From an optimization exercise on the open Yosys and OpenROAD flow, aimed at small area and a short achievable clock period; shortcuts taken in it are not production practice. The RTL was checked by simulation tests, not by an equivalence proof against the original design. Power figures rest on the tool's default switching activity, not on a simulated workload.

==> flow/design.v <==
`timescale 1ns/1ps
module tcp_frame_top #(
	parameter int TCP_OPT_WORDS = 3
) (
	input  logic                          clk,
	input  logic                          rst_n,
	input  logic                          start,
	input  logic [47:0]                   mac_dst,
	input  logic [47:0]                   mac_src,
	input  logic [15:0]                   mac_type,
	input  logic [7:0]                    ip_dsf,
	input  logic [15:0]                   ip_id,
	input  logic [2:0]                    ip_flag,
	input  logic [12:0]                   ip_frag_offset,
	input  logic [7:0]                    ip_ttl,
	input  logic [7:0]                    ip_prot,
	input  logic [31:0]                   ip_src,
	input  logic [31:0]                   ip_dst,
	input  logic [15:0]                   tcp_src_port,
	input  logic [15:0]                   tcp_dst_port,
	input  logic [31:0]                   tcp_seq_num,
	input  logic [31:0]                   tcp_ack_num,
	input  logic [3:0]                    tcp_head_len,
	input  logic [5:0]                    tcp_flags,
	input  logic [15:0]                   tcp_window,
	input  logic [15:0]                   tcp_urgent_ptr,
	input  logic [TCP_OPT_WORDS*32-1:0]   tcp_options,
	input  logic [15:0]                   payload_len,
	input  logic [15:0]                   payload_sum,
	input  logic                          data_out_rd,
	input  logic [31:0]                   data_in,
	output logic [31:0]                   data_out,
	output logic [1:0]                    be_out,
	output logic                          data_out_rdy,
	output logic                          sop,
	output logic                          eop,
	output logic                          data_in_rd,
	output logic                          busy
);
	logic        busy_q;     
	logic [16:0] wsel;       
	logic        pz;         
	logic        pay_q;      
	logic        lo_pay_q;   
	logic [13:0] prem;       
	logic        xq;         
	logic        rdok;       
	logic [10:1] stp;        
	logic        ip_fold;    
	logic        tc_fold;    
	logic capture;
	logic accept;
	logic last;
	logic [1:0] opt_words;
	logic at_bnd_next;
	logic [47:0] mac_dst_q;
	logic [47:0] mac_src_q;
	logic [15:0] mac_type_q;
	logic [7:0]  ip_dsf_q;
	logic [15:0] ip_total_len_q;
	logic [15:0] ip_id_q;
	logic [2:0]  ip_flag_q;
	logic [12:0] ip_frag_offset_q;
	logic [7:0]  ip_ttl_q;
	logic [7:0]  ip_prot_q;
	logic [31:0] ip_src_q;
	logic [31:0] ip_dst_q;
	logic [15:0] tcp_src_port_q;
	logic [15:0] tcp_dst_port_q;
	logic [31:0] tcp_seq_num_q;
	logic [31:0] tcp_ack_num_q;
	logic [3:0]  tcp_head_len_q;
	logic [5:0]  tcp_flags_q;
	logic [15:0] tcp_window_q;
	logic [15:0] tcp_urgent_ptr_q;
	logic [95:0] tcp_options_q;
	logic [15:0] carry;
	logic [15:0] ip_total_len_in;
	logic [15:0] tcp_len_in;
	logic busy_n, pay_n, lo_pay_n, xq_n, pz_n, rdok_n;
	logic [16:0] wsel_n;
	logic [13:0] prem_n;
	assign capture      = start & ~busy_q;
	assign accept       = busy_q & data_out_rd;
	assign last         = lo_pay_q & pz;
	assign busy         = busy_q;
	assign data_out_rdy = busy_q;
	assign sop          = busy_q & wsel[0];
	assign eop          = last;
	assign be_out       = last ? {~ip_total_len_q[1], ip_total_len_q[0]} : 2'b00;
	assign data_in_rd   = data_out_rd & rdok;
	always_comb begin
		if (tcp_head_len_q <= 4'd5)
			opt_words = 2'd0;
		else if (tcp_head_len_q >= 4'd8)
			opt_words = 2'd3;
		else
			opt_words = 2'(tcp_head_len_q - 4'd5);
	end
	assign at_bnd_next = wsel[5'd12 + {3'b0, opt_words}];
	assign ip_total_len_in = payload_len + {9'b0, tcp_head_len + 5'd5, 2'b00};
	assign tcp_len_in      = payload_len + {10'b0, tcp_head_len, 2'b00};
	always_comb begin
		busy_n   = busy_q;
		pay_n    = pay_q;
		lo_pay_n = lo_pay_q;
		wsel_n   = wsel;
		prem_n   = prem;
		xq_n     = xq;
		pz_n     = pz;
		if (capture) begin
			busy_n   = 1'b1;
			pay_n    = 1'b0;
			lo_pay_n = 1'b0;
			wsel_n   = 17'd1;
			prem_n   = payload_len[15:2];
			xq_n     = &payload_len[1:0];
			pz_n     = (payload_len[15:2] == 14'd0) & ~&payload_len[1:0];
		end else if (accept) begin
			if (last) begin
				busy_n   = 1'b0;
				pay_n    = 1'b0;
				lo_pay_n = 1'b0;
			end else if (lo_pay_q) begin
				pay_n = 1'b1;
				if (xq) begin
					xq_n = 1'b0;
					pz_n = (prem == 14'd0);
				end else begin
					prem_n = prem - 14'd1;
					pz_n   = (prem == 14'd1);
				end
			end else begin
				wsel_n = {wsel[15:0], 1'b0};
				if (at_bnd_next)
					lo_pay_n = 1'b1;
			end
		end
		rdok_n = lo_pay_n & ~(pz_n & ~(ip_total_len_q[1] ^ ip_total_len_q[0]));
	end
	always_ff @(posedge clk or negedge rst_n) begin
		if (!rst_n) begin
			busy_q   <= 1'b0;
			pay_q    <= 1'b0;
			lo_pay_q <= 1'b0;
			rdok     <= 1'b0;
		end else begin
			busy_q   <= busy_n;
			pay_q    <= pay_n;
			lo_pay_q <= lo_pay_n;
			rdok     <= rdok_n;
		end
	end
	always_ff @(posedge clk) begin
		wsel <= wsel_n;
		prem <= prem_n;
		xq   <= xq_n;
		pz   <= pz_n;
	end
	always_ff @(posedge clk) begin
		stp     <= {stp[9:1] & {9{~capture}}, capture};
		ip_fold <= ~capture & (ip_fold | stp[4]);
		tc_fold <= ~capture & (tc_fold | stp[10]);
	end
	always_ff @(posedge clk) begin
		if (capture) begin
			mac_dst_q        <= mac_dst;
			mac_src_q        <= mac_src;
			mac_type_q       <= mac_type;
			ip_dsf_q         <= ip_dsf;
			ip_total_len_q   <= ip_total_len_in;
			ip_id_q          <= ip_id;
			ip_flag_q        <= ip_flag;
			ip_frag_offset_q <= ip_frag_offset;
			ip_ttl_q         <= ip_ttl;
			ip_prot_q        <= ip_prot;
			ip_src_q         <= ip_src;
			ip_dst_q         <= ip_dst;
			tcp_src_port_q   <= tcp_src_port;
			tcp_dst_port_q   <= tcp_dst_port;
			tcp_seq_num_q    <= tcp_seq_num;
			tcp_ack_num_q    <= tcp_ack_num;
			tcp_head_len_q   <= tcp_head_len;
			tcp_flags_q      <= tcp_flags;
			tcp_window_q     <= tcp_window;
			tcp_urgent_ptr_q <= tcp_urgent_ptr;
			tcp_options_q    <= tcp_options;
		end
	end
	always_ff @(posedge clk) begin
		if (data_out_rd)
			carry <= data_in[15:0];
	end
	logic [15:0] ip_al, ip_ah, tc_al, tc_ah;
	logic        ip_cl, ip_ch, tc_cl, tc_ch;
	logic [31:0] ip_term, tc_term;
	logic [16:0] ip_lo, ip_hi, tc_lo, tc_hi;
	logic [15:0] ip_sum, tc_sum;
	logic [15:0] ip_chksum;
	logic [15:0] tcp_chksum;
	assign ip_term = ({32{stp[1]}} & ip_src_q)
		| ({32{stp[2]}} & ip_dst_q)
		| ({32{stp[3]}} & {ip_id_q, ip_flag_q, ip_frag_offset_q})
		| ({32{stp[4]}} & {16'h0, ip_ttl_q, ip_prot_q})
		| ({32{ip_fold}} & {16'h0, ip_ah});
	assign tc_term = ({32{stp[1]}} & ip_src_q)
		| ({32{stp[2]}} & ip_dst_q)
		| ({32{stp[3]}} & {tcp_src_port_q, tcp_dst_port_q})
		| ({32{stp[4]}} & tcp_seq_num_q)
		| ({32{stp[5]}} & tcp_ack_num_q)
		| ({32{stp[6]}} & {tcp_head_len_q, 6'b0, tcp_flags_q, tcp_window_q})
		| ({32{stp[7]}} & {tcp_urgent_ptr_q, 8'h0, ip_prot_q})
		| ({32{stp[8] & (opt_words != 2'd0)}} & tcp_options_q[95:64])
		| ({32{stp[9] & opt_words[1]}} & tcp_options_q[63:32])
		| ({32{stp[10] & (opt_words == 2'd3)}} & tcp_options_q[31:0])
		| ({32{tc_fold}} & {16'h0, tc_ah});
	assign ip_lo = {1'b0, ip_al} + {1'b0, ip_term[15:0]} + {16'b0, ip_cl};
	assign ip_hi = {1'b0, ip_ah} + {1'b0, ip_term[31:16]} + {16'b0, ip_ch};
	assign tc_lo = {1'b0, tc_al} + {1'b0, tc_term[15:0]} + {16'b0, tc_cl};
	assign tc_hi = {1'b0, tc_ah} + {1'b0, tc_term[31:16]} + {16'b0, tc_ch};
	always_ff @(posedge clk) begin
		if (capture) begin
			ip_al <= ip_total_len_in;
			ip_ah <= {8'h45, ip_dsf};
			ip_cl <= 1'b0;
			ip_ch <= 1'b0;
			tc_al <= tcp_len_in;
			tc_ah <= payload_sum;
			tc_cl <= 1'b0;
			tc_ch <= 1'b0;
		end else begin
			ip_al <= ip_lo[15:0];
			ip_cl <= ip_lo[16];
			ip_ah <= ip_fold ? {15'h0, ip_ch} : ip_hi[15:0];
			ip_ch <= ~ip_fold & ip_hi[16];
			tc_al <= tc_lo[15:0];
			tc_cl <= tc_lo[16];
			tc_ah <= tc_fold ? {15'h0, tc_ch} : tc_hi[15:0];
			tc_ch <= ~tc_fold & tc_hi[16];
		end
	end
	assign ip_sum = {ip_al[15:2], ip_al[1] | (ip_al[0] & ip_cl), ip_al[0] ^ ip_cl};
	assign tc_sum = {tc_al[15:2], tc_al[1] | (tc_al[0] & tc_cl), tc_al[0] ^ tc_cl};
	assign ip_chksum  = ~ip_sum;
	assign tcp_chksum = ~tc_sum;
	logic [31:0] head_word;
	assign head_word =
		({32{wsel[0]}} & mac_dst_q[47:16]) |
		({32{wsel[1]}} & {mac_dst_q[15:0], mac_src_q[47:32]}) |
		({32{wsel[2]}} & mac_src_q[31:0]) |
		({32{wsel[3]}} & {mac_type_q, 8'h45, ip_dsf_q}) |
		({32{wsel[4]}} & {ip_total_len_q, ip_id_q}) |
		({32{wsel[5]}} & {ip_flag_q, ip_frag_offset_q, ip_ttl_q, ip_prot_q}) |
		({32{wsel[6]}} & {ip_chksum, ip_src_q[31:16]}) |
		({32{wsel[7]}} & {ip_src_q[15:0], ip_dst_q[31:16]}) |
		({32{wsel[8]}} & {ip_dst_q[15:0], tcp_src_port_q}) |
		({32{wsel[9]}} & {tcp_dst_port_q, tcp_seq_num_q[31:16]}) |
		({32{wsel[10]}} & {tcp_seq_num_q[15:0], tcp_ack_num_q[31:16]}) |
		({32{wsel[11]}} & {tcp_ack_num_q[15:0], tcp_head_len_q, 6'b0, tcp_flags_q}) |
		({32{wsel[12]}} & {tcp_window_q, tcp_chksum}) |
		({32{wsel[13]}} & {tcp_urgent_ptr_q, tcp_options_q[95:80]}) |
		({32{wsel[14]}} & tcp_options_q[79:48]) |
		({32{wsel[15]}} & tcp_options_q[47:16]) |
		({32{wsel[16]}} & {tcp_options_q[15:0], 16'h0});
	assign data_out[31:16] = pay_q ? carry : head_word[31:16];
	assign data_out[15:0]  = lo_pay_q ? data_in[31:16] : head_word[15:0];
endmodule
==> flow/flow/run.sh <==
#!/bin/bash
# The standard layout (standard.sh, standard synthesis unchanged) with three
# layout knobs: port buffers of buf_1 cells instead of the delay cells buffer_ports
# picks by default; a clock tree of clkbuf_16 with larger sink clusters and no
# dummy loads; and repair_timing asked for extra setup margin so that it works
# below the design's period. make's full output is in standard.log; each step's
# log is under orfs/logs.
set -euo pipefail
export BUFFER_PORTS_ARGS="-buffer_cell sky130_fd_sc_hd__buf_1"
export CTS_ARGS="-sink_clustering_enable -repair_clock_nets -dont_use_dummy_load -buf_list sky130_fd_sc_hd__clkbuf_16 -sink_clustering_size 30 -sink_clustering_max_diameter 80 -sink_buffer_max_cap_derate 1.0"
export SETUP_SLACK_MARGIN=8.0
bash standard.sh finish > standard.log 2>&1
==> flow/standard.sh <==
#!/bin/bash
# synth_recipe.tcl (not shown) runs the flow's synth.tcl, then flattens the netlist and writes it again
# the make line also repeats each setting of config.mk as NAME=value (left out here)
make -C /OpenROAD-flow-scripts/flow DESIGN_CONFIG=/design/flow/config.mk WORK_HOME=/design/flow/orfs CLKGATE_MAP_FILE= SYNTH_SCRIPT=/design/flow/synth_recipe.tcl "${@:-finish}"
==> flow/config.mk <==
export PLATFORM = sky130hd
export DESIGN_NAME = tcp_frame_top
export DESIGN_NICKNAME = tcp_frame_top
export VERILOG_FILES = /design/flow/design.v
export SDC_FILE = /design/flow/constraint.sdc
export NUM_CORES = 4
export LEC_CHECK = 0
export CAP_MARGIN = 20
export CORE_MARGIN = 2
export CORE_UTILIZATION = 40
export SLEW_MARGIN = 20
==> flow/constraint.sdc <==
create_clock -name core_clock -period 14.0 [get_ports {clk}]
set_input_delay 2.8000 -clock core_clock [delete_from_list [all_inputs] [get_ports {clk}]]
set_output_delay 2.8000 -clock core_clock [all_outputs]
set_load 0.01 [all_outputs]
==> results of run 1 <==
[cell families (layout without fill, tap and decap cells)]
family,count (synthesis),after routing,synth area share (%)
muxes,13,13,0.488
other,0,6,0
xor gates and xnor gates,75,75,2.35
DFF,615,615,62.4
and+or+nand+nor,499,499,8.32
buffers and inverters,206,715,2.89
adders and majority gates,86,86,4.12
AOI/OAI and AO/OA,717,717,19.4
[power by group through the flow]
stage | Clock [mW] | Combinational [mW] | Sequential [mW]
2_1_floorplan | 0 | 2.18 | 2.45
3_3_place_gp | 0 | 3.27 | 2.63
3_5_place_dp | 0 | 3.30 | 2.64
4_1_cts | 1.09 | 3.37 | 2.60
5_1_grt | 1.15 | 3.68 | 2.62
6_report | 1.08 | 3.46 | 2.62
[stage by stage]
stage / utilization [%] / hold WS [ps] / instance area (µm²)
3_3_place_gp: 45.1 / 439 / 31100
5_1_grt: 46.7 / 501 / 32200
6_report: 46.7 / 462 / 32200
2_1_floorplan: - / 430 / 28000
4_1_cts: 46.6 / 463 / 32100
3_5_place_dp: 45.1 / 446 / 31100
[worst min-delay path by stage]
stage                    from              end  slack [ps]  cells after the start
2_1_floorplan  stp[9]$_DFF_P_  stp[10]$_DFF_P_         430                      1
3_3_place_gp   stp[8]$_DFF_P_   stp[9]$_DFF_P_         440                      1
3_5_place_dp   stp[8]$_DFF_P_   stp[9]$_DFF_P_         450                      1
4_1_cts        stp[8]$_DFF_P_   stp[9]$_DFF_P_         460                      1
5_1_grt        stp[9]$_DFF_P_  stp[10]$_DFF_P_         500                      1
6_report       stp[8]$_DFF_P_   stp[9]$_DFF_P_         460                      1
[sequential cells by signal, summed over array words and instances, names as in the netlist, 14 cells and up]
name	cells
carry	16
ip_ah	16
ip_al	16
ip_dst_q	32
ip_id_q	16
ip_src_q	32
ip_total_len_q	16
mac_dst_q	48
mac_src_q	48
mac_type_q	16
prem	14
tc_ah	16
tc_al	16
tcp_ack_num_q	32
tcp_dst_port_q	16
tcp_options_q	96
tcp_seq_num_q	32
tcp_src_port_q	16
tcp_urgent_ptr_q	16
tcp_window_q	16
wsel	17
[layout by cell type, fill, tap and decap left out, drive strengths merged, types with 7 or more instances in the layout]
master	synthesis	final
nor2	76	76
edfxtp	513	513
o21bai	8	8
fa	10	10
and2	14	14
nand2	227	227
dfxtp	98	98
a22o	56	56
o211ai	13	13
nor3	33	33
inv	58	57
o31ai	11	11
clkbuf	103	38
mux2i	8	8
nand3	27	27
o21a	13	13
nand2b	17	17
o21ai	77	77
a2111oi	7	7
xnor2	41	41
a21oi	109	109
buf	45	618
or3	9	9
a21o	21	21
a222oi	50	50
a221o	19	19
nand4	66	66
and3	8	8
a22oi	183	183
xor2	34	34
a211oi	13	13
a221oi	66	66
ha	76	76
o2111ai	13	13
a31oi	11	11
[critical path, stage by stage]
cell and delay (ps):
buf_6 90, mux2_4 270, buf_6 120
[final cells by class]
cell class	instances	area share, %
Clock buffer	38	2.95
Tap cell	931	3.62
Multi-Input combinational cell	1390	30.3
Antenna cell	6	0.0466
Inverter	58	0.711
Timing Repair Buffer	619	8.16
Sequential cell	615	54.3
[timing repair]
item / in CTS / in global routing
endpoints found under the hold margin: 0 / 0
pin swaps: 1 / 5
endpoints found under the setup margin: 17 / 17
cloned: 1 / 0
hold buffers: 0 / 0
setup buffers: 1 / 1
resized for setup: 27 / 16
[per-layer routing]
layer  global-route usage [%]  vias up  part of all wire (%)
met5                        0        -                 0.011
met4                     19.0        2                   6.9
met3                     5.48      393                    10
met2                     52.9     1775                    46
met1                     42.7    11643                    37
li1                         -     9755                     -
==> flow_metrics.py, run 1 <==
metrics = {
    "outcome": {
        "outcome": "timing/DRC/antenna clean",
    },
    "route": {
        "first_pass_iters": 9,
        "first_iter_violations": 3726,
        "vias": 23568,
        "routed_wl_um": 122000,
        "via_per_inst": 6.44,
        "drcViolationCount": 0,
        "avgRoutedWirePerCell_um": 33.4,
        "postRouteAntennaNets": 0,
    },
    "synthesis": {
        "yosysWarnings": 1,
        "syn-instance-count": 2211,
        "synthTopCellsByArea": "edfxtp_1 55%, dfxtp_1 7.0%, a22oi_1 4.9%, ha_1 3.4%, nand2_1 3.0%",
        "yosysTopAreaCell": "edfxtp_1",
        "synth.distinct_cells": 83,
        "syn_nets": 2831,
        "synth_top_area_share_pct": 55.1,
        "synth_ff_type": "edfxtp_1",
        "synth_commonest_cells": "513 x edfxtp_1, 227 x nand2_1, 183 x a22oi_1",
        "synth_edf_count": 513,
        "syn_area_per_cell_um2": 12.7,
        "synth_seq_cells": 615,
        "synth_seq_area_share_pct": 62.4,
        "synth_most_common_cell": "edfxtp_1",
        "async_flop_share_pct": 0.650,
        "synth_area_um2": 28000,
    },
    "placed_design": {
        "io_buffers": 572,
        "dpl.hpwl_um": 87400,
        "gp_congestion": 0.958,
        "dp.cells": 3610,
        "place_ws_ps": 7450,
    },
    "global_routing": {
        "first_global_vias": 23056,
        "grt_use_total_pct": 33.0,
        "grt_pass1_wl_um": 167000,
        "grt_max_degree": 184,
        "grt.overflow.total": 0,
        "antenna_found_initial": 8,
    },
    "sta": {
        "finClkSkew_ps": 79.7,
        "max_freq_ghz": 0.164,
        "finalSetupViolCount": 0,
        "worst_slew_pin_slew_ps": 1110,
        "rsz0062_at_grt": "yes",
        "setup_tns_ps": 0,
        "fin_crit_ps": 6080,
        "drv_slew": 0,
        "finalHoldViolCount": 0,
        "finalCritPeriodShare_pct": 43.4,
        "relSlewSlack_pct": 25.8,
        "layout_setup_ws_ps": 7920,
    },
    "setup_path": {
        "crit_type": "in2out",
        "rr_startpoint": "tcp_head_len_q[0]$_DFFE_PP_",
        "setup.worst_path.end_class": "output port",
        "r2r_end": "tc_cl$_SDFF_PP0_",
        "endpoint": "data_out[5]",
        "crit_path_max_fanout": 1,
        "startpoint": "data_in[21]",
        "arrival_ps": 3280,
        "r2r_cells": 14,
        "r2r_slack_ps": 9290,
        "crit_required_ps": 11200,
        "start_kind": "primary input",
    },
    "finish": {
        "fill_cells": 6372,
        "fin_nets": 3342,
        "drive_above_1_share_pct": 5.81,
        "final_cells": 3657,
        "multiInputGateArea_um2": 9750,
        "regArea_um2": 17500,
        "area_growth_pct": 15.2,
    },
    "clocking": {
        "cts_root_buf": "clkbuf_16",
        "clockBufferDepth": 3,
        "h-tree-depth": 2,
        "clkSinkCount": 615,
        "cts_tree": "yes",
        "clkLatencyLatePin_ps": 610,
        "clkTransAtPathRegs_ps": 70,
        "cts-buffers-inserted": 38,
    },
    "pwr": {
        "pwr-share-comb_pct": 48.4,
        "power.share.clock_pct": 15.1,
        "p_sw_share_pct": 43.0,
        "powerDensity_nw_per_um2": 222,
        "intPower_mw": 4.08,
        "power.sequential.fraction_pct": 36.6,
        "finalPower_mw": 7.15,
        "p_leak_nw": 10.9,
        "switchingPower_mw": 3.08,
        "peakVddDrop_mv": 0.126,
    },
    "die": {
        "die_w_um": 268,
        "boundaryPins": 573,
        "start_util_pct": 40.6,
        "placementRows": 96,
        "fp.dieH_um": 268,
        "coreArea_um2": 68900,
        "dieArea_um2": 72100,
    },
    "worst_hold_path": {
        "hp-class": "reg2reg",
    },
    "job": {
        "cap_violations": 0,
    },
}
==> inputs of run 2 (changes only) <==
--- a/flow/config.mk
+++ b/flow/config.mk
@@ -9,3 +9,3 @@
 export CORE_MARGIN = 2
-export CORE_UTILIZATION = 40
+export CORE_UTILIZATION = 60
 export SLEW_MARGIN = 20
==> run 2 against run 1 <==
  * Final cell count down 9.1%
  * Global-route usage is 11 points higher
  * Cell area decreased by 1.8%
  * Worst setup slack better by 4.7 ps
  * Combinational power is essentially flat
  * Largest power group unchanged
  * Maximum frequency is essentially flat
  * Die area is 33% lower
  * Register-to-register slack got worse by 480 ps
  * Sequential power about the same
  * Highest routed layer unchanged
  * Core utilization up 22 points
==> flow_metrics.py, run 2 <==
metrics = {
    "worst_hold_path": {
        "hp-class": "reg2reg",
        "hold_start": "stp[9]$_DFF_P_",
        "hold_path_end": "stp[10]$_DFF_P_",
        "hold_path_depth": 1,
    },
    "synthesis": {
        "syn-instance-count": 2211,
        "syn_nets": 2831,
        "synth_most_common_cell": "edfxtp_1",
        "yosysWarnings": 1,
        "async_flop_share_pct": 0.650,
        "synth_edf_count": 513,
        "synth_area_um2": 28000,
        "synth.distinct_cells": 83,
        "synth_ff_type": "edfxtp_1",
        "yosysTopAreaCell": "edfxtp_1",
        "synth_top_area_share_pct": 55.1,
        "synth_seq_cells": 615,
        "synth_commonest_cells": "513 x edfxtp_1, 227 x nand2_1, 183 x a22oi_1",
        "synth_seq_area_share_pct": 62.4,
        "syn_area_per_cell_um2": 12.7,
        "synthTopCellsByArea": "edfxtp_1 55%, dfxtp_1 7.0%, a22oi_1 4.9%, ha_1 3.4%, nand2_1 3.0%",
    },
    "placed_design": {
        "dpl_cell_area_um2": 30700,
        "dp.cells": 3287,
        "io_buffers": 572,
        "dpl.hpwl_um": 75800,
        "gp_congestion": 0.984,
    },
    "sta": {
        "setup_tns_ps": 0,
        "finClkSkew_ps": 53.0,
        "fin_crit_ps": 6080,
        "finalHoldViolCount": 0,
        "finalCritPeriodShare_pct": 43.4,
        "finalSetupViolCount": 0,
        "relSlewSlack_pct": 21.1,
        "max_freq_ghz": 0.165,
        "rsz0062_at_grt": "yes",
        "worst_slew_pin_slew_ps": 1180,
        "drv_slew": 0,
    },
    "global_routing": {
        "antenna_found_initial": 6,
        "grt_pass1_wl_um": 151000,
        "grt_use_total_pct": 44.2,
        "first_global_vias": 22769,
        "grt.overflow.total": 0,
        "grt_max_degree": 186,
    },
    "pwr": {
        "finalPower_mw": 6.99,
        "peakVddDrop_mv": 0.161,
        "pwr-share-comb_pct": 49.4,
        "power.sequential.fraction_pct": 37.0,
        "p_leak_nw": 10.8,
        "intPower_mw": 3.98,
        "powerDensity_nw_per_um2": 221,
        "p_sw_share_pct": 43.0,
        "power.share.clock_pct": 13.6,
        "switchingPower_mw": 3.01,
    },
    "setup_path": {
        "rr_startpoint": "tcp_head_len_q[0]$_DFFE_PP_",
        "start_kind": "primary input",
        "crit_type": "in2out",
        "setup.worst_path.end_class": "output port",
        "crit_path_max_fanout": 2,
        "r2r_cells": 16,
        "r2r_slack_ps": 8810,
        "r2r_end": "tc_ah[14]$_DFF_P_",
        "crit_required_ps": 11200,
        "arrival_ps": 3280,
    },
    "clocking": {
        "h-tree-depth": 1,
        "clkTransAtPathRegs_ps": 100,
        "cts_root_buf": "clkbuf_16",
        "cts-buffers-inserted": 31,
        "clkLatencyLatePin_ps": 640,
        "cts_tree": "yes",
        "clkSinkCount": 615,
        "ctsHoldBuffers": 0,
        "clockBufferDepth": 3,
    },
    "outcome": {
        "outcome": "timing/DRC/antenna clean",
    },
    "route": {
        "met1_length_um": 36900,
        "vias": 23618,
        "avgRoutedWirePerCell_um": 32.9,
        "drcViolationCount": 0,
        "via_per_inst": 7.10,
        "first_iter_violations": 4148,
        "first_pass_iters": 9,
        "routed_wl_um": 109000,
        "met2_wirelength_um": 48700,
        "postRouteAntennaNets": 0,
        "wl_met3_um": 15400,
        "routed.top_layer": "met5",
    },
    "die": {
        "start_util_pct": 60.5,
        "dieArea_um2": 48400,
        "coreArea_um2": 46300,
        "die_w_um": 220,
        "placementRows": 79,
        "fp.dieH_um": 220,
        "boundaryPins": 573,
    },
    "finish": {
        "regMostFlops": "tcp_options_q",
        "largest_reg_flops": 96,
        "regArea_um2": 17500,
        "final_cell_mix": "553 x buf_1, 513 x edfxtp_1, 227 x nand2_1, 183 x a22oi_1, 107 x a21oi_1",
        "area_growth_pct": 13.1,
        "final_cells": 3326,
        "multiInputGateArea_um2": 9750,
        "fin_nets": 3338,
        "utilization_pct": 68.4,
        "final_common_cell": "buf_1",
        "design_area_um2": 31600,
        "reg_top3": "tcp_options_q: 96 flops, mac_dst_q: 48 flops, mac_src_q: 48 flops",
        "fill_cells": 3455,
        "drive_above_1_share_pct": 5.30,
    },
    "job": {
        "cap_violations": 0,
    },
}
[run 2: cell count changes in the layout (fill, tap and decap cells not counted), moves of 2 or more]
cell | before | now
buf_6 | 7 | 5
a21oi_2 | 4 | 2
a21oi_1 | 105 | 107
dfxtp_1 | 86 | 96
clkbuf_16 | 38 | 31
buf_4 | 42 | 45
dfxtp_2 | 12 | 2
diode_2 | 6 | 3
[run 2: per-stage QoR]
stage,hold WS (ps),setup WS [ps]
finish,478,7920
detailed placement,449,7590
global placement,443,7650
floorplan,430,8120
CTS,473,7830
global route,489,7910
[run 2: power by group through the flow]
stage / combinational (mW) / sequential, mW / clock (mW)
after floorplan: 2.18 / 2.45 / 0
after detailed placement: 3.25 / 2.60 / 0
after CTS: 3.29 / 2.56 / 0.946
final: 3.45 / 2.59 / 0.952
after global routing: 3.66 / 2.59 / 1.01
after global placement: 3.20 / 2.60 / 0
[run 2: worst max path at each step]
stage	start	to	slack (ps)	cells past startpoint
after global routing	data_out_rd	data_in_rd	7910	4
after floorplan	data_in[18]	data_out[2]	8120	1
after global placement	data_out_rd	data_in_rd	7650	4
final	data_out_rd	data_in_rd	7920	4
after detailed placement	data_out_rd	data_in_rd	7590	4
after CTS	data_out_rd	data_in_rd	7830	4
[run 2: per-layer routing]
| metal | global-route usage, % | vias to the layer above |
|---|---|---|
| met5 | 0 | - |
| met4 | 27.2 | 6 |
| met3 | 11.8 | 466 |
| met2 | 68.1 | 2158 |
| met1 | 56.0 | 11222 |
| li1 | - | 9766 |
[run 2: logic make-up (layout without fill, tap and decap cells)]
kind of cell,Yosys count,count (layout),synth area share (%)
xor gates and xnor gates,75,75,2.35
and+or+nand+nor,499,499,8.32
muxes,13,13,0.488
AOI/OAI and AO/OA,717,717,19.4
DFF,615,615,62.4
other,0,3,0
adders and majority gates,86,86,4.12
buffers and inverters,206,711,2.89
[run 2: what timing repair did]
action | in CTS | in global routing
pin swaps | 2 | 4
setup endpoints to repair | 17 | 18
cloned | 1 | 0
gates resized for setup | 21 | 23
hold endpoints to repair | 0 | 0
setup buffers | 1 | 1
[run 2: worst max-delay path, cell delays in order]
cell and delay [ps]:
buf_6 110, buf_12 120, and2_4 130, buf_6 110
[run 2: cell type report]
type	instances	share of cell area, %
multi-input combinational	1390	30.8
inverter	58	0.712
timing repair buffer	622	8.35
tap	607	2.40
antenna	3	0.0237
clock buffer	31	2.45
sequential	615	55.2
==> inputs of run 3 (changes only) <==
--- a/flow/design.v
+++ b/flow/design.v
@@ -124,3 +124,4 @@
 			end else if (lo_pay_q) begin
-				pay_n = 1'b1;
+				pay_n  = 1'b1;
+				wsel_n = '0;
 				if (xq) begin
@@ -245,23 +246,76 @@
 	assign tcp_chksum = ~tc_sum;
+	logic [31:0] W0;
+	logic [31:0] W1;
+	logic [31:0] W2;
+	logic [31:0] W3;
+	logic [31:0] W4;
+	logic [31:0] W5;
+	logic [31:0] W6;
+	logic [31:0] W7;
+	logic [31:0] W8;
+	logic [31:0] W9;
+	logic [31:0] W10;
+	logic [31:0] W11;
+	logic [31:0] W12;
+	logic [31:0] W13;
+	logic [31:0] W14;
+	logic [31:0] W15;
+	logic [31:0] W16;
+	assign W0 = mac_dst_q[47:16];
+	assign W1 = {mac_dst_q[15:0], mac_src_q[47:32]};
+	assign W2 = mac_src_q[31:0];
+	assign W3 = {mac_type_q, 8'h45, ip_dsf_q};
+	assign W4 = {ip_total_len_q, ip_id_q};
+	assign W5 = {ip_flag_q, ip_frag_offset_q, ip_ttl_q, ip_prot_q};
+	assign W6 = {ip_chksum, ip_src_q[31:16]};
+	assign W7 = {ip_src_q[15:0], ip_dst_q[31:16]};
+	assign W8 = {ip_dst_q[15:0], tcp_src_port_q};
+	assign W9 = {tcp_dst_port_q, tcp_seq_num_q[31:16]};
+	assign W10 = {tcp_seq_num_q[15:0], tcp_ack_num_q[31:16]};
+	assign W11 = {tcp_ack_num_q[15:0], tcp_head_len_q, 6'b0, tcp_flags_q};
+	assign W12 = {tcp_window_q, tcp_chksum};
+	assign W13 = {tcp_urgent_ptr_q, tcp_options_q[95:80]};
+	assign W14 = tcp_options_q[79:48];
+	assign W15 = tcp_options_q[47:16];
+	assign W16 = {tcp_options_q[15:0], 16'h0};
+	logic [16:0] lo_sel;
 	logic [31:0] head_word;
-	assign head_word =
-		({32{wsel[0]}} & mac_dst_q[47:16]) |
-		({32{wsel[1]}} & {mac_dst_q[15:0], mac_src_q[47:32]}) |
-		({32{wsel[2]}} & mac_src_q[31:0]) |
-		({32{wsel[3]}} & {mac_type_q, 8'h45, ip_dsf_q}) |
-		({32{wsel[4]}} & {ip_total_len_q, ip_id_q}) |
-		({32{wsel[5]}} & {ip_flag_q, ip_frag_offset_q, ip_ttl_q, ip_prot_q}) |
-		({32{wsel[6]}} & {ip_chksum, ip_src_q[31:16]}) |
-		({32{wsel[7]}} & {ip_src_q[15:0], ip_dst_q[31:16]}) |
-		({32{wsel[8]}} & {ip_dst_q[15:0], tcp_src_port_q}) |
-		({32{wsel[9]}} & {tcp_dst_port_q, tcp_seq_num_q[31:16]}) |
-		({32{wsel[10]}} & {tcp_seq_num_q[15:0], tcp_ack_num_q[31:16]}) |
-		({32{wsel[11]}} & {tcp_ack_num_q[15:0], tcp_head_len_q, 6'b0, tcp_flags_q}) |
-		({32{wsel[12]}} & {tcp_window_q, tcp_chksum}) |
-		({32{wsel[13]}} & {tcp_urgent_ptr_q, tcp_options_q[95:80]}) |
-		({32{wsel[14]}} & tcp_options_q[79:48]) |
-		({32{wsel[15]}} & tcp_options_q[47:16]) |
-		({32{wsel[16]}} & {tcp_options_q[15:0], 16'h0});
-	assign data_out[31:16] = pay_q ? carry : head_word[31:16];
-	assign data_out[15:0]  = lo_pay_q ? data_in[31:16] : head_word[15:0];
+	assign lo_sel = {wsel[16:13] & {4{~lo_pay_q}}, wsel[12:0]};
+	assign head_word[31:16] =
+		({16{wsel[0]}} & W0[31:16]) |
+		({16{wsel[1]}} & W1[31:16]) |
+		({16{wsel[2]}} & W2[31:16]) |
+		({16{wsel[3]}} & W3[31:16]) |
+		({16{wsel[4]}} & W4[31:16]) |
+		({16{wsel[5]}} & W5[31:16]) |
+		({16{wsel[6]}} & W6[31:16]) |
+		({16{wsel[7]}} & W7[31:16]) |
+		({16{wsel[8]}} & W8[31:16]) |
+		({16{wsel[9]}} & W9[31:16]) |
+		({16{wsel[10]}} & W10[31:16]) |
+		({16{wsel[11]}} & W11[31:16]) |
+		({16{wsel[12]}} & W12[31:16]) |
+		({16{wsel[13]}} & W13[31:16]) |
+		({16{wsel[14]}} & W14[31:16]) |
+		({16{wsel[15]}} & W15[31:16]) |
+		({16{wsel[16]}} & W16[31:16]);
+	assign head_word[15:0] =
+		({16{lo_sel[0]}} & W0[15:0]) |
+		({16{lo_sel[1]}} & W1[15:0]) |
+		({16{lo_sel[2]}} & W2[15:0]) |
+		({16{lo_sel[3]}} & W3[15:0]) |
+		({16{lo_sel[4]}} & W4[15:0]) |
+		({16{lo_sel[5]}} & W5[15:0]) |
+		({16{lo_sel[6]}} & W6[15:0]) |
+		({16{lo_sel[7]}} & W7[15:0]) |
+		({16{lo_sel[8]}} & W8[15:0]) |
+		({16{lo_sel[9]}} & W9[15:0]) |
+		({16{lo_sel[10]}} & W10[15:0]) |
+		({16{lo_sel[11]}} & W11[15:0]) |
+		({16{lo_sel[12]}} & W12[15:0]) |
+		({16{lo_sel[13]}} & W13[15:0]) |
+		({16{lo_sel[14]}} & W14[15:0]) |
+		({16{lo_sel[15]}} & W15[15:0]);
+	assign data_out[31:16] = head_word[31:16] | ({16{pay_q}} & carry);
+	assign data_out[15:0]  = head_word[15:0] | ({16{lo_pay_q}} & data_in[31:16]);
 endmodule
--- a/flow/config.mk
+++ b/flow/config.mk
@@ -9,3 +9,3 @@
 export CORE_MARGIN = 2
-export CORE_UTILIZATION = 60
+export CORE_UTILIZATION = 40
 export SLEW_MARGIN = 20
==> run 3 against run 2 <==
  * Still clean
  * Cell area grew 0.63%
  * Synthesized cell count shrank 6.2%
  * Global-route usage shrank 12 points
  * Via count shrank 4.1%
  * Final cell count grew 4.9%
  * Die area grew 46%
  * Clock power grew 11%
  * Clock skew grew 20 ps
==> flow_metrics.py, run 3 <==
metrics = {
    "synthesis": {
        "synth_mux_area_share_pct": 0.305,
        "synthAdderAreaFrac_pct": 4.19,
        "synth_top_area_share_pct": 56.1,
        "synth_area_um2": 27500,
        "yosysWarnings": 1,
        "synth_ff_type": "edfxtp_1",
        "synth_seq_area_share_pct": 63.6,
        "syn-instance-count": 2073,
        "synthSimpleGateAreaFrac_pct": 8.03,
        "async_flop_share_pct": 0.650,
        "synth_most_common_cell": "edfxtp_1",
        "synth_commonest_cells": "513 x edfxtp_1, 177 x nand2_1, 152 x a22oi_1",
        "synth_xor_area_share_pct": 2.39,
        "syn_nets": 2693,
        "synth_seq_cells": 615,
        "yosysTopAreaCell": "edfxtp_1",
        "synth_edf_count": 513,
        "syn_area_per_cell_um2": 13.2,
        "synthTopCellsByArea": "edfxtp_1 56%, dfxtp_1 7.1%, a22oi_1 4.2%, ha_1 3.5%, a22o_1 2.8%",
        "synth.distinct_cells": 74,
        "synth_compound_area_share_pct": 19.2,
        "synth_top_family_by_area": "compound AO/OA/AOI/OAI gates",
    },
    "setup_path": {
        "setup.worst_path.end_class": "output port",
        "crit_path_max_fanout": 1,
        "r2r_end": "tc_al[14]$_DFF_P_",
        "rr_startpoint": "tcp_head_len_q[0]$_DFFE_PP_",
        "arrival_ps": 3750,
        "crit_type": "in2out",
        "slowest_delay_ps": 230,
        "r2r_slack_ps": 8590,
        "path_cells": "buf_6 -> a22o_4 -> a221oi_2 -> and3_1 -> nand3_2 -> buf_6",
        "start_kind": "primary input",
        "crit_required_ps": 11200,
        "crit_top_cell": "buf_6",
        "r2r_cells": 16,
        "cp_slowest_cell": "a22o_4",
    },
    "global_routing": {
        "grt_use_total_pct": 32.1,
        "grt_max_degree": 189,
        "grt.overflow.total": 0,
        "first_global_vias": 22319,
        "antenna_found_initial": 31,
        "grt_pass1_wl_um": 161000,
    },
    "sta": {
        "finalCritPeriodShare_pct": 46.8,
        "finalHoldViolCount": 0,
        "fin_hold_ws_ps": 473,
        "worst_slew_pin_slew_ps": 1270,
        "rsz0062_at_grt": "yes",
        "layout_setup_ws_ps": 7450,
        "drv_slew": 0,
        "max_freq_ghz": 0.153,
        "setup_tns_ps": 0,
        "finClkSkew_ps": 72.6,
        "relSlewSlack_pct": 14.9,
        "fin_crit_ps": 6550,
        "finalSetupViolCount": 0,
    },
    "clocking": {
        "cts_tree": "yes",
        "cts_root_buf": "clkbuf_16",
        "clkTransAtPathRegs_ps": 80,
        "clkSinkCount": 615,
        "h-tree-depth": 2,
        "ctsHoldBuffers": 0,
        "clkLatencyLatePin_ps": 610,
        "cts-buffers-inserted": 36,
        "clockBufferDepth": 3,
    },
    "finish": {
        "reg_top3": "tcp_options_q: 96 flops, mac_dst_q: 48 flops, mac_src_q: 48 flops",
        "final_cell_mix": "555 x buf_1, 513 x edfxtp_1, 172 x nand2_1, 152 x a22oi_1, 88 x a22o_1",
        "final_cells": 3490,
        "regMostFlops": "tcp_options_q",
        "utilization_pct": 46.6,
        "fin_nets": 3216,
        "final_common_cell": "buf_1",
        "drive_above_1_share_pct": 6.59,
        "area_growth_pct": 15.9,
        "design_area_um2": 31800,
        "largest_reg_flops": 96,
        "fill_cells": 6323,
    },
    "die": {
        "fp.dieH_um": 266,
        "placementRows": 96,
        "start_util_pct": 40.2,
        "boundaryPins": 573,
        "coreArea_um2": 68200,
        "die_w_um": 266,
        "dieArea_um2": 70800,
    },
    "placed_design": {
        "place_ws_ps": 7390,
        "gp_congestion": 0.963,
        "io_buffers": 572,
        "dpl_cell_area_um2": 30700,
        "dpl.hpwl_um": 82800,
        "dp.cells": 3437,
    },
    "route": {
        "first_pass_iters": 7,
        "first_iter_violations": 3344,
        "via_per_inst": 6.49,
        "vias": 22652,
        "postRouteAntennaNets": 0,
        "drcViolationCount": 0,
        "routed_wl_um": 117000,
        "avgRoutedWirePerCell_um": 33.4,
    },
    "pwr": {
        "finalPower_mw": 4.65,
        "p_leak_nw": 10.8,
        "powerDensity_nw_per_um2": 146,
        "peakVddDrop_mv": 0.107,
    },
    "worst_hold_path": {
        "hold_path_depth": 2,
        "hold_start": "stp[10]$_DFF_P_",
        "hold_path_end": "tc_fold$_DFF_P_",
        "hp-class": "reg2reg",
    },
    "outcome": {
        "outcome": "timing/DRC/antenna clean",
    },
    "job": {
        "cap_violations": 0,
    },
}
## run 3: cell count changes after synthesis, sizes merged, moves of 14 or more
| cell | change |
|---|---|
| nor2b | +25 |
| nand4 | -18 |
| a221o | +16 |
| nand2 | -50 |
| a21oi | -60 |
| inv | -34 |
| a221oi | +14 |
| buf | -24 |
| a22o | +33 |
| and3 | +20 |
| a22oi | -31 |
## run 3: worst max-delay path: cells and delay by family
family,cells,cell delay [ps]
AND/OR/NAND/NOR,2,300
buffers and inverters,2,250
AO/OA/AOI/OAI,2,400
## run 3: cell families after synthesis
logic type | after synthesis
and+or+nand+nor | 455
AOI/OAI and AO/OA | 675
xor gates and xnor gates | 75
muxes | 8
buffers and inverters | 159
adders and majority gates | 86
DFF | 615
## run 3: layout make-up
| type | count | area (µm²) | area share (%) |
|---|---|---|---|
| Antenna cell | 14 | 35.0 | 0.110 |
| Clock buffer | 36 | 901 | 2.83 |
| Inverter | 24 | 97.6 | 0.307 |
| Multi-Input combinational cell | 1299 | 9560 | 30.0 |
| Sequential cell | 615 | 17500 | 54.9 |
| Tap cell | 882 | 1100 | 3.47 |
| Timing Repair Buffer | 620 | 2640 | 8.30 |
## run 3: layer usage
layer	part of all wire [%]	wire (µm)	GRT usage (%)
met5	0.20	233	0
met4	3.8	4410	11.4
met3	11	12900	6.89
met2	46	53300	51.0
met1	39	45900	43.6
## run 3: where the power goes
group | switching [mW] | internal (mW) | total [mW]
sequential | 0.175 | 2.16 | 2.33
clock | 0.598 | 0.460 | 1.06
combinational | 0.729 | 0.526 | 1.26
## run 3: how the worst max path moves through the flow
stage                     start     endpoint  slack, ps
global route        data_in[18]  data_out[2]       7420
CTS                 data_in[18]  data_out[2]       7460
detailed placement  data_in[18]  data_out[2]       7390
floorplan           data_in[17]  data_out[1]       7780
global placement    data_in[18]  data_out[2]       7410
finish              data_in[18]  data_out[2]       7450
## run 3: repair_timing
| action | 4_1_cts | 5_1_grt |
|---|---|---|
| resized for setup | 24 | 14 |
| gates cloned | 1 | 0 |
| pin swaps | 6 | 8 |
| buffers inserted | 2 | 0 |
| setup endpoints to repair | 17 | 17 |
==> inputs of run 4 (changes only) <==
--- a/flow/design.v
+++ b/flow/design.v
@@ -280,5 +280,3 @@
 	assign W16 = {tcp_options_q[15:0], 16'h0};
-	logic [16:0] lo_sel;
 	logic [31:0] head_word;
-	assign lo_sel = {wsel[16:13] & {4{~lo_pay_q}}, wsel[12:0]};
 	assign head_word[31:16] =
@@ -302,20 +300,20 @@
 	assign head_word[15:0] =
-		({16{lo_sel[0]}} & W0[15:0]) |
-		({16{lo_sel[1]}} & W1[15:0]) |
-		({16{lo_sel[2]}} & W2[15:0]) |
-		({16{lo_sel[3]}} & W3[15:0]) |
-		({16{lo_sel[4]}} & W4[15:0]) |
-		({16{lo_sel[5]}} & W5[15:0]) |
-		({16{lo_sel[6]}} & W6[15:0]) |
-		({16{lo_sel[7]}} & W7[15:0]) |
-		({16{lo_sel[8]}} & W8[15:0]) |
-		({16{lo_sel[9]}} & W9[15:0]) |
-		({16{lo_sel[10]}} & W10[15:0]) |
-		({16{lo_sel[11]}} & W11[15:0]) |
-		({16{lo_sel[12]}} & W12[15:0]) |
-		({16{lo_sel[13]}} & W13[15:0]) |
-		({16{lo_sel[14]}} & W14[15:0]) |
-		({16{lo_sel[15]}} & W15[15:0]);
+		({16{wsel[0]}} & W0[15:0]) |
+		({16{wsel[1]}} & W1[15:0]) |
+		({16{wsel[2]}} & W2[15:0]) |
+		({16{wsel[3]}} & W3[15:0]) |
+		({16{wsel[4]}} & W4[15:0]) |
+		({16{wsel[5]}} & W5[15:0]) |
+		({16{wsel[6]}} & W6[15:0]) |
+		({16{wsel[7]}} & W7[15:0]) |
+		({16{wsel[8]}} & W8[15:0]) |
+		({16{wsel[9]}} & W9[15:0]) |
+		({16{wsel[10]}} & W10[15:0]) |
+		({16{wsel[11]}} & W11[15:0]) |
+		({16{wsel[12]}} & W12[15:0]) |
+		({16{wsel[13]}} & W13[15:0]) |
+		({16{wsel[14]}} & W14[15:0]) |
+		({16{wsel[15]}} & W15[15:0]);
 	assign data_out[31:16] = head_word[31:16] | ({16{pay_q}} & carry);
-	assign data_out[15:0]  = head_word[15:0] | ({16{lo_pay_q}} & data_in[31:16]);
+	assign data_out[15:0]  = lo_pay_q ? data_in[31:16] : head_word[15:0];
 endmodule
==> run 4 against run 3 <==
  * Wire length is 0.79% lower
  * Count of clock-buffer cells in the layout stayed put
  * Sequential share of layout area is 0.15 points higher
  * Critical path depth is 3 lower
  * Worst setup slack better by 490 ps
  * Final cell count is 0.74% higher
  * Non-clock buffer count is 1 lower
  * Area after synthesis is 0.46% higher
  * Clock skew is 2.3 ps lower
  * Synthesized cell count is 1.6% higher
  * Hold slack worse by 5.9 ps
  * Power is 39% higher
  * Largest power group is now combinational cells
  * Highest routed layer unchanged
==> flow_metrics.py, run 4 <==
metrics = {
    "synthesis": {
        "synth_most_common_cell": "edfxtp_1",
        "synth_seq_area_share_pct": 63.3,
        "synth_area_um2": 27600,
        "synth_commonest_cells": "513 x edfxtp_1, 176 x nand2_1, 168 x a22oi_1",
        "syn_nets": 2727,
        "yosysWarnings": 1,
        "syn_area_per_cell_um2": 13.1,
        "synth_ff_type": "edfxtp_1",
        "syn-instance-count": 2107,
        "synth_seq_cells": 615,
        "synth_edf_count": 513,
        "synthTopCellsByArea": "edfxtp_1 56%, dfxtp_1 7.1%, a22oi_1 4.6%, ha_1 3.4%, a22o_1 2.9%",
        "async_flop_share_pct": 0.650,
        "synth_top_area_share_pct": 55.8,
        "synth.distinct_cells": 74,
        "yosysTopAreaCell": "edfxtp_1",
    },
    "setup_path": {
        "slowest_delay_ps": 270,
        "crit_type": "in2out",
        "cp_slowest_cell": "mux2_2",
        "arrival_ps": 3260,
        "crit_required_ps": 11200,
        "path_cells": "buf_1 -> mux2_2 -> clkbuf_2",
        "setup.worst_path.end_class": "output port",
        "crit_path_max_fanout": 1,
        "start_kind": "primary input",
        "path_buf_inv": 2,
        "path_delay_family": "multiplexers",
    },
    "global_routing": {
        "grt_pass1_wl_um": 159000,
        "grt.overflow.total": 0,
        "antenna_found_initial": 15,
        "grt_use_total_pct": 31.6,
        "grt_max_degree": 175,
        "first_global_vias": 22500,
    },
    "finish": {
        "multiInputGateArea_um2": 9470,
        "regMostFlops": "tcp_options_q",
        "area_growth_pct": 15.1,
        "drive_above_1_share_pct": 5.41,
        "final_cells": 3516,
        "largest_reg_flops": 96,
        "reg_top3": "tcp_options_q: 96 flops, mac_dst_q: 48 flops, mac_src_q: 48 flops",
        "final_common_cell": "buf_1",
        "regArea_um2": 17500,
        "fin_nets": 3246,
        "fill_cells": 6359,
        "final_cell_mix": "553 x buf_1, 513 x edfxtp_1, 176 x nand2_1, 168 x a22oi_1, 92 x a22o_1",
    },
    "pwr": {
        "power.share.clock_pct": 16.3,
        "p_leak_nw": 10.8,
        "power.sequential.fraction_pct": 41.0,
        "intPower_mw": 3.85,
        "switchingPower_mw": 2.62,
        "powerDensity_nw_per_um2": 204,
        "peakVddDrop_mv": 0.126,
        "p_sw_share_pct": 40.5,
        "pwr-share-comb_pct": 42.7,
    },
    "die": {
        "die_w_um": 267,
        "boundaryPins": 573,
        "coreArea_um2": 68500,
        "dieArea_um2": 71100,
        "placementRows": 96,
        "start_util_pct": 40.3,
        "fp.dieH_um": 267,
    },
    "clocking": {
        "clkTransAtPathRegs_ps": 60,
        "cts-buffers-inserted": 36,
        "h-tree-depth": 2,
        "cts_tree": "yes",
        "clockBufferDepth": 3,
        "cts_root_buf": "clkbuf_16",
        "ctsHoldBuffers": 0,
        "clkSinkCount": 615,
        "clkLatencyLatePin_ps": 610,
    },
    "route": {
        "postRouteAntennaNets": 0,
        "first_iter_violations": 3320,
        "routed_wl_um": 116000,
        "vias": 22884,
        "first_pass_iters": 10,
        "drcViolationCount": 0,
        "avgRoutedWirePerCell_um": 32.9,
        "via_per_inst": 6.51,
    },
    "sta": {
        "relSlewSlack_pct": 19.1,
        "max_freq_ghz": 0.165,
        "rsz0062_at_grt": "yes",
        "finalCritPeriodShare_pct": 43.3,
        "finClkSkew_ps": 70.3,
        "drv_slew": 0,
        "finalSetupViolCount": 0,
        "worst_slew_pin_slew_ps": 1180,
        "setup_tns_ps": 0,
        "fin_crit_ps": 6060,
        "finalHoldViolCount": 0,
    },
    "job": {
        "cap_violations": 0,
    },
    "placed_design": {
        "dp.cells": 3464,
        "dpl.hpwl_um": 82300,
        "gp_congestion": 0.952,
        "io_buffers": 572,
    },
    "worst_hold_path": {
        "hp-class": "reg2reg",
    },
    "outcome": {
        "outcome": "timing/DRC/antenna clean",
    },
}
-- run 4: cell families after synthesis --
logic type	synth area share [%]
flops	63.3
xor+xnor	2.35
simple gates	7.80
fa+ha+maj	4.17
buf+inv	2.50
mux	0.386
compound gates	19.5
-- run 4: metal layers --
layer	track usage [%]	up-vias	share of wire (%)
li1	-	9472	-
met1	42.4	11296	38
met2	49.7	1768	45
met3	7.99	338	12
met4	11.3	10	4.1
met5	0.208	-	0.054
-- run 4: worst register-to-register path: stages, from the launching register on --
cell      delay, ps
edfxtp_1        580
inv_1           140
ha_1            220
nor2_1          100
nand2_1          90
a21oi_1         210
o21a_2          450
buf_4           520
nand2_1         150
nand4_1         110
a221o_1         250
ha_1            300
a211o_1         290
a2111o_1        380
a31oi_2         450
nor3_1          160
o41a_1          350
xor2_1          150
a22o_1          190
-- run 4: layout make-up --
class | instances | area share [%]
Sequential cell | 615 | 55.1
Multi-Input combinational cell | 1317 | 29.8
Timing Repair Buffer | 619 | 8.21
Tap cell | 882 | 3.48
Clock buffer | 36 | 2.84
Inverter | 37 | 0.477
Antenna cell | 10 | 0.0788
-- run 4: worst paths after layout --
kind                       slack, ps            endpoint                         from  cells past startpoint
setup / recovery                7940         data_out[5]                  data_in[21]                      3
hold reg to reg                  470     stp[10]$_DFF_P_               stp[9]$_DFF_P_                      1
min in group asynchronous       2050  lo_pay_q$_DFF_PN0_                        rst_n                      1
max in group asynchronous      11740   pay_q$_DFFE_PN0P_                        rst_n                      1
setup reg to reg                8800   tc_ah[15]$_DFF_P_  tcp_head_len_q[0]$_DFFE_PP_                     18
hold / removal                   470     stp[10]$_DFF_P_               stp[9]$_DFF_P_                      1
-- run 4: power by group through the flow --
stage	logic, mW	clock network, mW	registers, mW
6_report	2.76	1.06	2.65
2_1_floorplan	1.81	0	2.46
5_1_grt	2.96	1.12	2.66
3_3_place_gp	2.61	0	2.66
3_5_place_dp	2.66	0	2.66
4_1_cts	2.69	1.07	2.63
-- run 4: through the flow --
step,util [%],power [mW],hold slack (ps),cell area (µm²),worst slack [ps]
detailed placement,44.8,5.32,446,30700,7120
global placement,44.8,5.27,447,30700,7270
floorplan,-,4.27,430,27600,8080
CTS,46.2,6.38,460,31600,7920
global route,46.4,6.74,484,31700,7920
finish,46.4,6.47,468,31700,7940
-- run 4: what timing repair did --
| action | 4_1_cts | 5_1_grt |
|---|---|---|
| cloned | 1 | 0 |
| endpoints found under the setup margin | 91 | 94 |
| resized for setup | 22 | 13 |
| pin swaps | 3 | 3 |
| setup buffers | 0 | 5 |
==> inputs of run 5 (changes only) <==
--- a/flow/flow/run.sh
+++ b/flow/flow/run.sh
@@ -10,3 +10,3 @@
 export CTS_ARGS="-sink_clustering_enable -repair_clock_nets -dont_use_dummy_load -buf_list sky130_fd_sc_hd__clkbuf_16 -sink_clustering_size 30 -sink_clustering_max_diameter 80 -sink_buffer_max_cap_derate 1.0"
-export SETUP_SLACK_MARGIN=8.0
+export SETUP_SLACK_MARGIN=8.3
 bash standard.sh finish > standard.log 2>&1
--- a/flow/config.mk
+++ b/flow/config.mk
@@ -9,3 +9,3 @@
 export CORE_MARGIN = 2
-export CORE_UTILIZATION = 40
+export CORE_UTILIZATION = 60
 export SLEW_MARGIN = 20
==> run 5 against run 4 <==
  * Combinational power rose by 2%
  * Hold slack got worse by 11 ps
  * Sequential power barely moved
  * Still clean on timing, DRC and antenna
  * Maximum frequency barely moved
  * Final cell count fell by 8.1%
  * Area after synthesis did not move
  * Sequential share of layout area barely moved
  * Core utilization rose by 24 points
  * Global-route usage rose by 12 points
  * Wire length fell by 9.4%
  * Critical endpoint unchanged
  * Largest cell class unchanged
  * Largest power group unchanged
  * Clock skew fell by 16 ps
==> flow_metrics.py, run 5 <==
metrics = {
    "sta": {
        "finalCritPeriodShare_pct": 43.3,
        "fin_crit_ps": 6060,
        "max_freq_ghz": 0.165,
        "relSlewSlack_pct": 14.8,
        "setup_tns_ps": 0,
        "worst_slew_pin_slew_ps": 1280,
        "finClkSkew_ps": 54.5,
        "finalHoldViolCount": 0,
        "fin_hold_ws_ps": 457,
        "finalSetupViolCount": 0,
        "layout_setup_ws_ps": 7940,
        "rsz0062_at_grt": "yes",
        "drv_slew": 0,
    },
    "finish": {
        "largest_reg_flops": 96,
        "final_cell_mix": "541 x buf_1, 513 x edfxtp_1, 176 x nand2_1, 168 x a22oi_1, 92 x a22o_1",
        "utilization_pct": 69.9,
        "reg_top3": "tcp_options_q: 96 flops, mac_dst_q: 48 flops, mac_src_q: 48 flops",
        "final_common_cell": "buf_1",
        "design_area_um2": 31700,
        "area_growth_pct": 15.0,
        "final_cells": 3232,
        "regMostFlops": "tcp_options_q",
        "drive_above_1_share_pct": 6.45,
        "fin_nets": 3241,
    },
    "synthesis": {
        "synth_area_um2": 27600,
        "synth_most_common_cell": "edfxtp_1",
        "syn_area_per_cell_um2": 13.1,
        "synth_seq_cells": 615,
        "syn-instance-count": 2107,
        "async_flop_share_pct": 0.650,
        "synth_seq_area_share_pct": 63.3,
        "syn_nets": 2727,
        "synth_edf_count": 513,
        "synth_ff_type": "edfxtp_1",
        "synthTopCellsByArea": "edfxtp_1 56%, dfxtp_1 7.1%, a22oi_1 4.6%, ha_1 3.4%, a22o_1 2.9%",
        "yosysWarnings": 1,
        "synth.distinct_cells": 74,
        "synth_top_area_share_pct": 55.8,
        "yosysTopAreaCell": "edfxtp_1",
        "synth_commonest_cells": "513 x edfxtp_1, 176 x nand2_1, 168 x a22oi_1",
    },
    "setup_path": {
        "rr_startpoint": "tcp_head_len_q[0]$_DFFE_PP_",
        "setup.worst_path.end_class": "output port",
        "arrival_ps": 3260,
        "r2r_cells": 16,
        "r2r_slack_ps": 8810,
        "crit_required_ps": 11200,
        "crit_type": "in2out",
        "r2r_end": "tc_ah[15]$_DFF_P_",
        "startpoint": "data_in[21]",
        "crit_path_max_fanout": 1,
        "start_kind": "primary input",
    },
    "pwr": {
        "finalPower_mw": 6.48,
        "p_leak_nw": 10.9,
        "p_sw_share_pct": 39.9,
        "intPower_mw": 3.89,
        "switchingPower_mw": 2.59,
        "power.share.clock_pct": 15.6,
        "power.sequential.fraction_pct": 41.1,
        "pwr-share-comb_pct": 43.3,
        "peakVddDrop_mv": 0.158,
        "powerDensity_nw_per_um2": 204,
    },
    "placed_design": {
        "dp.cells": 3181,
        "dpl_cell_area_um2": 30500,
        "gp_congestion": 0.984,
        "io_buffers": 572,
        "place_ws_ps": 7590,
        "dpl.hpwl_um": 74500,
    },
    "job": {
        "cap_violations": 0,
    },
    "global_routing": {
        "grt_use_total_pct": 43.2,
        "antenna_found_initial": 14,
        "grt_pass1_wl_um": 146000,
        "first_global_vias": 22332,
        "grt_max_degree": 232,
        "grt.overflow.total": 0,
    },
    "die": {
        "die_w_um": 218,
        "boundaryPins": 573,
        "placementRows": 78,
        "fp.dieH_um": 218,
        "coreArea_um2": 45400,
        "start_util_pct": 60.8,
        "dieArea_um2": 47700,
    },
    "route": {
        "avgRoutedWirePerCell_um": 32.5,
        "vias": 22935,
        "routed_wl_um": 105000,
        "drcViolationCount": 0,
        "via_per_inst": 7.10,
        "postRouteAntennaNets": 0,
        "first_iter_violations": 4499,
        "first_pass_iters": 9,
    },
    "clocking": {
        "ctsHoldBuffers": 0,
        "clkTransAtPathRegs_ps": 70,
        "h-tree-depth": 2,
        "clkLatencyLatePin_ps": 600,
        "clkSinkCount": 615,
        "cts_root_buf": "clkbuf_16",
        "cts-buffers-inserted": 34,
        "clockBufferDepth": 3,
        "cts_tree": "yes",
    },
    "worst_hold_path": {
        "hold_start": "stp[9]$_DFF_P_",
        "hp-class": "reg2reg",
        "hold_path_end": "stp[10]$_DFF_P_",
        "hold_path_depth": 1,
    },
    "outcome": {
        "outcome": "timing/DRC/antenna clean",
    },
}
run 5: area by class of cell:
| type | instances | area (µm²) |
|---|---|---|
| flip-flops and latches | 615 | 17500 |
| fillers | 3251 | 13600 |
| multi-input cells | 1317 | 9590 |
| repair buffers | 616 | 2770 |
| clock buffers | 34 | 851 |
| well taps | 600 | 751 |
| inverters | 37 | 244 |
| diodes | 13 | 32.5 |
run 5: worst max-delay path by stage:
stage / end / slack [ps]
3_3_place_gp: data_in_rd / 7590
4_1_cts: data_out[5] / 7940
5_1_grt: data_out[5] / 7930
6_report: data_out[5] / 7940
3_5_place_dp: data_in_rd / 7590
2_1_floorplan: data_in_rd / 8140
run 5: worst max-delay path, cell delays in order:
cell and delay (ps):
buf_1 80, mux2_4 250, clkbuf_2 130
run 5: cell families after synthesis:
| group | Yosys count | share of synthesized area [%] |
|---|---|---|
| AOI/OAI and AO/OA | 700 | 19.5 |
| xor gates and xnor gates | 74 | 2.35 |
| adders and majority gates | 86 | 4.17 |
| buffers and inverters | 175 | 2.50 |
| DFF | 615 | 63.3 |
| muxes | 10 | 0.386 |
| and+or+nand+nor | 447 | 7.80 |
run 5: layer usage:
layer	vias up	wire length [µm]	GRT usage, %
met4	6	4850	17.8
met3	350	15600	13.0
met1	11006	37300	58.1
met5	-	42	0
met2	2115	47200	65.9
li1	9458	-	-
run 5: repair_timing:
action                                  in CTS  in global routing
pin swaps                                    7                  0
cloned                                       1                  0
resized for setup                           81                  9
setup buffers                                2                  0
endpoints found under the setup margin      44                 75
run 5: power groups by stage:
stage / registers [mW] / logic [mW] / clock network (mW)
finish: 2.66 / 2.81 / 1.01
global route: 2.67 / 2.98 / 1.06
CTS: 2.64 / 2.71 / 1.00
detailed placement: 2.68 / 2.65 / 0
global placement: 2.67 / 2.61 / 0
floorplan: 2.46 / 1.87 / 0
==> inputs of run 6 (changes only) <==
--- a/flow/design.v
+++ b/flow/design.v
@@ -1,2 +1,15 @@
 `timescale 1ns/1ps
+module payload_aligner (
+	input  logic        lo_pay,        
+	input  logic        rd_ok,         
+	input  logic        data_out_rd,
+	input  logic [15:0] data_in_hi,
+	input  logic [15:0] head_lo,
+	output logic [15:0] data_out_lo,
+	output logic        data_in_rd
+);
+	assign data_out_lo = lo_pay ? data_in_hi : head_lo;
+	assign data_in_rd  = data_out_rd & rd_ok;
+endmodule
+`timescale 1ns/1ps
 module tcp_frame_top #(
@@ -90,3 +103,2 @@
 	assign be_out       = last ? {~ip_total_len_q[1], ip_total_len_q[0]} : 2'b00;
-	assign data_in_rd   = data_out_rd & rdok;
 	always_comb begin
@@ -317,3 +329,11 @@
 	assign data_out[31:16] = head_word[31:16] | ({16{pay_q}} & carry);
-	assign data_out[15:0]  = lo_pay_q ? data_in[31:16] : head_word[15:0];
+	payload_aligner u_aligner (
+		.lo_pay(lo_pay_q),
+		.rd_ok(rdok),
+		.data_out_rd(data_out_rd),
+		.data_in_hi(data_in[31:16]),
+		.head_lo(head_word[15:0]),
+		.data_out_lo(data_out[15:0]),
+		.data_in_rd(data_in_rd)
+	);
 endmodule
--- a/flow/flow/run.sh
+++ b/flow/flow/run.sh
@@ -10,3 +10,3 @@
 export CTS_ARGS="-sink_clustering_enable -repair_clock_nets -dont_use_dummy_load -buf_list sky130_fd_sc_hd__clkbuf_16 -sink_clustering_size 30 -sink_clustering_max_diameter 80 -sink_buffer_max_cap_derate 1.0"
-export SETUP_SLACK_MARGIN=8.3
+export SETUP_SLACK_MARGIN=8.0
 bash standard.sh finish > standard.log 2>&1
--- a/flow/config.mk
+++ b/flow/config.mk
@@ -11 +11,3 @@
 export SLEW_MARGIN = 20
+export SYNTH_HIERARCHICAL = 1
+export SYNTH_MINIMUM_KEEP_SIZE = 0
==> run 6 against run 5 <==
  * Critical path type unchanged
  * Die area hardly changed
  * Clock skew is 6.3 ps lower
  * Highest routed layer unchanged
  * Cell area is 0.88% lower
  * Final cell count is 0.12% lower
==> flow_metrics.py, run 6 <==
metrics = {
    "synthesis": {
        "synth_commonest_cells": "513 x edfxtp_1, 176 x nand2_1, 167 x a22oi_1",
        "synth_most_common_cell": "edfxtp_1",
        "synth_top_area_share_pct": 55.8,
        "synthTopCellsByArea": "edfxtp_1 56%, dfxtp_1 7.1%, a22oi_1 4.5%, ha_1 3.4%, a22o_1 2.9%",
        "yosysWarnings": 7,
        "synth_edf_count": 513,
        "synth_seq_area_share_pct": 63.3,
        "synth_ff_type": "edfxtp_1",
        "synth.distinct_cells": 76,
        "yosysTopAreaCell": "edfxtp_1",
        "syn_area_per_cell_um2": 13.2,
        "synth_area_um2": 27600,
        "syn_nets": 2705,
        "synth_seq_cells": 615,
        "syn-instance-count": 2085,
        "async_flop_share_pct": 0.650,
    },
    "clocking": {
        "cts_root_buf": "clkbuf_16",
        "h-tree-depth": 2,
        "clockBufferDepth": 3,
        "cts_tree": "yes",
        "ctsHoldBuffers": 0,
        "clkLatencyLatePin_ps": 600,
        "clkTransAtPathRegs_ps": 80,
        "clkSinkCount": 615,
        "cts_setup_buffers": 0,
        "cts-buffers-inserted": 35,
    },
    "outcome": {
        "outcome": "timing/DRC/antenna clean",
    },
    "setup_path": {
        "start_kind": "primary input",
        "arrival_ps": 3280,
        "r2r_cells": 18,
        "startpoint": "data_out_rd",
        "r2r_end": "tc_ah[15]$_DFF_P_",
        "r2r_slack_ps": 8620,
        "crit_path_max_fanout": 12,
        "crit_required_ps": 11200,
        "setup.worst_path.end_class": "output port",
        "crit_type": "in2out",
        "rr_startpoint": "tcp_head_len_q[0]$_DFFE_PP_",
        "endpoint": "data_in_rd",
    },
    "sta": {
        "finClkSkew_ps": 48.2,
        "layout_setup_ws_ps": 7920,
        "fin_crit_ps": 6080,
        "drv_slew": 0,
        "finalSetupViolCount": 0,
        "finalCritPeriodShare_pct": 43.4,
        "rsz0062_at_grt": "yes",
        "worst_slew_pin_slew_ps": 1290,
        "relSlewSlack_pct": 14.2,
        "finalHoldViolCount": 0,
        "setup_tns_ps": 0,
        "max_freq_ghz": 0.165,
    },
    "global_routing": {
        "first_global_vias": 22189,
        "grt_pass1_wl_um": 148000,
        "antenna_found_initial": 22,
        "grt.overflow.total": 0,
        "grt_max_degree": 217,
        "grt_use_total_pct": 43.9,
    },
    "route": {
        "drcViolationCount": 0,
        "avgRoutedWirePerCell_um": 33.0,
        "vias": 22913,
        "postRouteAntennaNets": 0,
        "first_pass_iters": 12,
        "first_iter_violations": 4094,
        "via_per_inst": 7.10,
        "routed_wl_um": 106000,
    },
    "finish": {
        "regMostFlops": "tcp_options_q",
        "regArea_um2": 17500,
        "largest_reg_flops": 96,
        "drive_above_1_share_pct": 5.50,
        "fin_nets": 3224,
        "final_cell_mix": "554 x buf_1, 513 x edfxtp_1, 176 x nand2_1, 167 x a22oi_1, 91 x a22o_1",
        "area_growth_pct": 13.9,
        "multiInputGateArea_um2": 9520,
        "final_common_cell": "buf_1",
        "fill_cells": 3353,
        "reg_top3": "tcp_options_q: 96 flops, mac_dst_q: 48 flops, mac_src_q: 48 flops",
    },
    "die": {
        "start_util_pct": 60.8,
        "coreArea_um2": 45400,
        "die_w_um": 219,
        "placementRows": 78,
        "fp.dieH_um": 219,
        "dieArea_um2": 47700,
        "boundaryPins": 573,
    },
    "placed_design": {
        "gp_congestion": 1.01,
        "dpl.hpwl_um": 74400,
        "io_buffers": 572,
        "place_ws_ps": 7300,
    },
    "pwr": {
        "peakVddDrop_mv": 0.113,
        "p_leak_nw": 10.7,
        "powerDensity_nw_per_um2": 150,
    },
    "job": {
        "cap_violations": 0,
    },
    "worst_hold_path": {
        "hp-class": "reg2reg",
    },
}
run 6: power by group:
part / switching, mW / internal [mW] / leakage [nW]
clock network: 0.578 / 0.448 / 0.431
logic: 0.791 / 0.575 / 4.78
registers: 0.173 / 2.16 / 5.54
run 6: cells by family (layout without fill, tap and decap cells):
group           count (synthesis)  count (layout)  share of synthesized area (%)
compound gates                671             671                           18.8
flops                         615             615                           63.3
simple gates                  454             454                           7.95
buf+inv                       160             677                           2.39
fa+ha+maj                      86              86                           4.17
xor+xnor                       75              75                           2.38
mux                            24              24                           1.09
other cells                     0              26                              0
run 6: worst max-delay path: stages:
cell and delay (ps):
clkbuf_16 180, and2_1 180, clkbuf_2 120
run 6: what timing repair did:
item / CTS / global route
gates cloned: 1 / 0
gates resized for setup: 29 / 14
pin swaps: 0 / 0
endpoints found under the setup margin: 17 / 17
run 6: cell type report:
class	count	area share [%]
Tap cell	600	2.39
Sequential cell	615	55.6
Timing Repair Buffer	619	8.48
Clock buffer	35	2.78
Inverter	23	0.298
Multi-Input combinational cell	1310	30.3
Antenna cell	26	0.207
run 6: worst min-delay path by stage:
stage | startpoint | slack [ps] | cells after the start | to
floorplan | stp[9]$_DFF_P_ | 430 | 1 | stp[10]$_DFF_P_
detailed placement | stp[8]$_DFF_P_ | 450 | 1 | stp[9]$_DFF_P_
finish | stp[9]$_DFF_P_ | 470 | 1 | stp[10]$_DFF_P_
CTS | stp[9]$_DFF_P_ | 470 | 1 | stp[10]$_DFF_P_
global placement | stp[8]$_DFF_P_ | 440 | 1 | stp[9]$_DFF_P_
global route | stp[9]$_DFF_P_ | 500 | 1 | stp[10]$_DFF_P_
run 6: per-layer routing:
layer | part of all wire, % | routed length (µm) | GRT usage (%)
met5 | 0.0075 | 8 | 0
met3 | 15 | 16400 | 13.5
met1 | 34 | 36600 | 57.3
met2 | 44 | 47100 | 66.4
met4 | 6.0 | 6440 | 22.6
run 6: through the flow:
step	power [mW]	area (µm²)	hold WS, ps	utilization, %	cells
6_report	4.73	31500	474	69.3	3228
5_1_grt	4.88	31400	497	69.3	3218
4_1_cts	4.66	31300	474	69.0	3201
3_5_place_dp	3.65	30300	446	66.8	3165
3_3_place_gp	3.62	30300	442	66.8	3165
2_1_floorplan	3.18	27600	430	-	2085
run 6: modules after synthesis (local to each module, per instance):
module,copies in the design,flops+latches
tcp_frame_top,1,615
payload_aligner,1,0

Check on run 6: ideal ports give 7.922 ns setup slack; a clkbuf_16 on the clock port and buf_2 on the inputs give 7.754 ns; moving port delays by the midpoint clock arrival (0.639 ns) as well gives 7.703 ns.
